From an optimization exercise on the open Yosys and OpenROAD flow, aimed at small area and a short achievable clock period; shortcuts taken in it are not production practice.
Power is estimated from default activity; no workload was simulated.

## epsilon
==> module ldpc_minsigner, before the edit <==
module ldpc_minsigner (
    input  wire logic        i_clock,
    input  wire logic        i_reset,
    input  wire logic [47:0] i_row,
    input  wire logic        i_valid,
    input  wire logic [8:0]  i_neg_offset,
    output      logic [47:0] o_row,
    output      logic        o_valid,
    output      logic        o_done_early
);
function automatic less8(input [7:0] a, input [7:0] b);
    less8 = 1'b0;
    for (int i = 0; i < 8; i++) begin
        less8 = (~a[i] & b[i]) | ((~a[i] | b[i]) & less8);
    end
endfunction
logic [7:0]  key_in [6];
logic        lt_in  [6][6];    
always_comb begin
    for (int i = 0; i < 6; i++) begin
        key_in[i] = {i_row[(5-i)*8 +: 7] ^ {7{i_row[(5-i)*8+7]}}, i_row[(5-i)*8+7]};
    end
    for (int j = 0; j < 6; j++) begin
        for (int k = 0; k < 6; k++) begin
            lt_in[j][k] = (j > k) ? less8(key_in[j], key_in[k]) : 1'b0;
        end
    end
end
logic [7:0]  key_s1 [6];
logic        lt_s1  [6][6];
always_ff @(posedge i_clock) begin
    for (int i = 0; i < 6; i++) begin
        key_s1[i] <= key_in[i];
    end
    for (int j = 1; j < 6; j++) begin
        for (int k = 0; k < j; k++) begin
            lt_s1[j][k] <= lt_in[j][k];
        end
    end
end
logic [5:0]  beats  [6];
logic [5:0]  is_min;
logic [5:0]  is_sec;
logic [7:0]  min1_key;
logic [7:0]  min2_key;
logic [4:0]  lo_key [6];       
logic [4:0]  min1_lo;
logic [4:0]  min2_lo;
logic        parity;
always_comb begin
    for (int j = 0; j < 6; j++) begin
        for (int k = 0; k < 6; k++) begin
            if (j == k)     beats[j][k] = 1'b1;
            else if (j > k) beats[j][k] = lt_s1[j][k];
            else            beats[j][k] = ~lt_s1[k][j];
        end
    end
    for (int j = 0; j < 6; j++) begin
        is_min[j] = &beats[j];
    end
    for (int j = 0; j < 6; j++) begin
        is_sec[j] = ~is_min[j] & (&(beats[j] | is_min));
    end
    min1_key = '0;
    min2_key = '0;
    min1_lo  = '0;
    min2_lo  = '0;
    parity   = 1'b0;
    for (int j = 0; j < 6; j++) begin
        min1_key = min1_key | ({8{is_min[j]}} & key_s1[j]);
        min2_key = min2_key | ({8{is_sec[j]}} & key_s1[j]);
        min1_lo  = min1_lo  | ({5{is_min[j]}} & lo_key[j]);
        min2_lo  = min2_lo  | ({5{is_sec[j]}} & lo_key[j]);
        parity   = parity ^ key_s1[j][0];
    end
end
for (genvar j = 0; j < 6; j++) begin : g_lo
    ldpc_add #(.WIDTH(4)) u_lo (
        .i_a     (key_s1[j][4:1]),
        .i_b     (i_neg_offset[3:0]),
        .i_carry (key_s1[j][0]),
        .o_sum   (lo_key[j][3:0]),
        .o_carry (lo_key[j][4])
    );
end
logic [4:0]  lo1_s2;           
logic [4:0]  lo2_s2;
logic [2:0]  hi1_s2;           
logic [2:0]  hi2_s2;
logic [4:0]  noff_hi_s2;       
logic [5:0]  loc_s2;
logic [5:0]  sign_s2;
always_ff @(posedge i_clock) begin
    lo1_s2     <= min1_lo;
    lo2_s2     <= min2_lo;
    hi1_s2     <= min1_key[7:5];
    hi2_s2     <= min2_key[7:5];
    noff_hi_s2 <= i_neg_offset[8:4];
    loc_s2     <= is_min;
    for (int i = 0; i < 6; i++) begin
        sign_s2[i] <= parity ^ key_s1[i][0];
    end
end
logic [4:0]  hi1;
logic [4:0]  hi2;
logic [7:0]  cor1_s3;
logic [7:0]  cor2_s3;
logic [5:0]  loc_s3;
logic [5:0]  sign_s3;
logic        hi1_carry;
logic        hi2_carry;
ldpc_add #(.WIDTH(4)) u_hi1 (
    .i_a     ({1'b0, hi1_s2}),
    .i_b     (noff_hi_s2[3:0]),
    .i_carry (lo1_s2[4]),
    .o_sum   (hi1[3:0]),
    .o_carry (hi1_carry)
);
ldpc_add #(.WIDTH(4)) u_hi2 (
    .i_a     ({1'b0, hi2_s2}),
    .i_b     (noff_hi_s2[3:0]),
    .i_carry (lo2_s2[4]),
    .o_sum   (hi2[3:0]),
    .o_carry (hi2_carry)
);
assign hi1[4] = noff_hi_s2[4] & ~hi1_carry;
assign hi2[4] = noff_hi_s2[4] & ~hi2_carry;
always_ff @(posedge i_clock) begin
    cor1_s3 <= hi1[4] ? 8'd0 : {hi1[3:0], lo1_s2[3:0]};
    cor2_s3 <= hi2[4] ? 8'd0 : {hi2[3:0], lo2_s2[3:0]};
    loc_s3  <= loc_s2;
    sign_s3 <= sign_s2;
end
logic [7:0]  neg1;
logic [7:0]  neg2;
logic [47:0] row_out;
always_comb begin
    neg1 = -cor1_s3;
    neg2 = -cor2_s3;
    for (int i = 0; i < 6; i++) begin
        row_out[(5-i)*8 +: 8] = loc_s3[i] ? (sign_s3[i] ? neg2 : cor2_s3)
                                          : (sign_s3[i] ? neg1 : cor1_s3);
    end
end
always_ff @(posedge i_clock) begin
    o_row <= row_out;
end
logic [2:0]  valid_sr;
always_ff @(posedge i_clock) begin
    if (i_reset) begin
        valid_sr <= '0;
        o_valid  <= 1'b0;
    end else begin
        valid_sr <= {valid_sr[1:0], i_valid};
        o_valid  <= valid_sr[2];
    end
end
assign o_done_early = valid_sr[2];
endmodule
Settings: LEC_CHECK=0, ABC_AREA=1, CAP_MARGIN=20, CORE_MARGIN=2, CORE_UTILIZATION=55, CTS_BUF_LIST=sky130_fd_sc_hd__clkbuf_8, CTS_CLUSTER_DIAMETER=60, CTS_CLUSTER_SIZE=16, SETUP_SLACK_MARGIN=2.1, SLEW_MARGIN=20; clock period 4.0 ns.
standard.sh (not shown) runs the stock make flow with config.mk's settings and CLKGATE_MAP_FILE= SYNTH_SCRIPT=/design/flow/synth_recipe.tcl, a recipe that flattens the netlist after the stock synthesis.
==> flow/flow/run.sh <==
#!/bin/bash
# Standard layout (the standard.sh, all of ORFS's output in standard.log) with:
#  - plain buf_1 cells on the ports instead of the clkdlybuf4s50 delay cell that
#    buffer_ports picks by default (the resizer upsizes them where timing needs it),
#  - CTS without dummy loads.
export BUFFER_PORTS_ARGS="-buffer_cell sky130_fd_sc_hd__buf_1"
export CTS_ARGS="-sink_clustering_enable -repair_clock_nets -sink_clustering_size 16 -sink_clustering_max_diameter 60 -buf_list sky130_fd_sc_hd__clkbuf_8 -dont_use_dummy_load"
bash standard.sh > standard.log 2>&1
For delta, these inputs were changed with respect to epsilon:
-- flow/design.v --
<<< epsilon, line 125
logic [7:0]  min1_key;
logic [7:0]  min2_key;
logic [4:0]  lo_key [6];       
logic [4:0]  min1_lo;
logic [4:0]  min2_lo;
logic        parity;
always_comb begin
>>> delta, line 125
logic [7:0]  min1_key;
logic [7:0]  min2_key;
logic        parity;
always_comb begin
<<< epsilon, line 145
    min1_key = '0;
    min2_key = '0;
    min1_lo  = '0;
    min2_lo  = '0;
    parity   = 1'b0;
    for (int j = 0; j < 6; j++) begin
        min1_key = min1_key | ({8{is_min[j]}} & key_s1[j]);
        min2_key = min2_key | ({8{is_sec[j]}} & key_s1[j]);
        min1_lo  = min1_lo  | ({5{is_min[j]}} & lo_key[j]);
        min2_lo  = min2_lo  | ({5{is_sec[j]}} & lo_key[j]);
        parity   = parity ^ key_s1[j][0];
    end
end
for (genvar j = 0; j < 6; j++) begin : g_lo
    ldpc_add #(.WIDTH(4)) u_lo (
        .i_a     (key_s1[j][4:1]),
        .i_b     (i_neg_offset[3:0]),
        .i_carry (key_s1[j][0]),
        .o_sum   (lo_key[j][3:0]),
        .o_carry (lo_key[j][4])
    );
end
logic [4:0]  lo1_s2;           
logic [4:0]  lo2_s2;
>>> delta, line 142
    min1_key = '0;
    min2_key = '0;
    parity   = 1'b0;
    for (int j = 0; j < 6; j++) begin
        min1_key = min1_key | ({8{is_min[j]}} & key_s1[j]);
        min2_key = min2_key | ({8{is_sec[j]}} & key_s1[j]);
        parity   = parity ^ key_s1[j][0];
    end
end
logic [4:0]  lo1;
logic [4:0]  lo2;
logic [4:0]  lo1_s2;           
logic [4:0]  lo2_s2;
<<< epsilon, line 172
logic [5:0]  loc_s2;
logic [5:0]  sign_s2;
always_ff @(posedge i_clock) begin
    lo1_s2     <= min1_lo;
    lo2_s2     <= min2_lo;
    hi1_s2     <= min1_key[7:5];
    hi2_s2     <= min2_key[7:5];
>>> delta, line 158
logic [5:0]  loc_s2;
logic [5:0]  sign_s2;
ldpc_add #(.WIDTH(4)) u_lo1 (
    .i_a     (min1_key[4:1]),
    .i_b     (i_neg_offset[3:0]),
    .i_carry (min1_key[0]),
    .o_sum   (lo1[3:0]),
    .o_carry (lo1[4])
);
ldpc_add #(.WIDTH(4)) u_lo2 (
    .i_a     (min2_key[4:1]),
    .i_b     (i_neg_offset[3:0]),
    .i_carry (min2_key[0]),
    .o_sum   (lo2[3:0]),
    .o_carry (lo2[4])
);
always_ff @(posedge i_clock) begin
    lo1_s2     <= lo1;
    lo2_s2     <= lo2;
    hi1_s2     <= min1_key[7:5];
    hi2_s2     <= min2_key[7:5];
==> run notes <==
Data arrival time of the worst path is lower on epsilon. Diff epsilon -> delta | total power draw | up by a little under 10%. Taking epsilon as 1.0, delta lands at 0.884 on number of placed instances with taps included. Diff epsilon -> delta | final standard cell count with taps included and fillers excluded | decrease of 232. Going from epsilon to delta, the share of final layout cell area taken by non-clock buffers was found to have gone up by 3.0 points. On total inserted antenna cells, delta and epsilon are neck and neck. Looking at post-synthesis compound-gate area fraction, delta sits above epsilon.
No run of this note included a check of the RTL's function; only the layout flow was run.

[port drivers added, routing unchanged]
No port has a modelled driver above. Below, the same layouts with a new extraction and two added sets of constraints.
Step 1, drivers: a clkbuf_16 drives i_clock and a buf_2 each remaining input, both assumed.
Step 2 adds t to the input delays and takes it off the output delays; t is the mean of the earliest and latest rising clock arrival at the registers after step 1. Input paths then give back, and output paths get back, about the clock's delay inside the block.
Slacks: ideal / step 1 / step 2; pairs: ideal / step 1.
run | shift t [ns] | setup WS [ns] | worst setup path at the end | worst register clock-pin slew, ns | worst data-port slew with drivers (ns)
epsilon | 0.561 | 2.101 / 2.063 / 1.651 | input to register | 0.10 / 0.10 | 0.05
delta | 0.566 | 1.908 / 1.908 / 1.584 | input to register | 0.10 / 0.10 | 0.06
After both steps every run listed still meets setup and hold. For epsilon, which loses most, drivers alone change the setup slack by -0.038 ns; drivers and shift together by -0.450 ns.
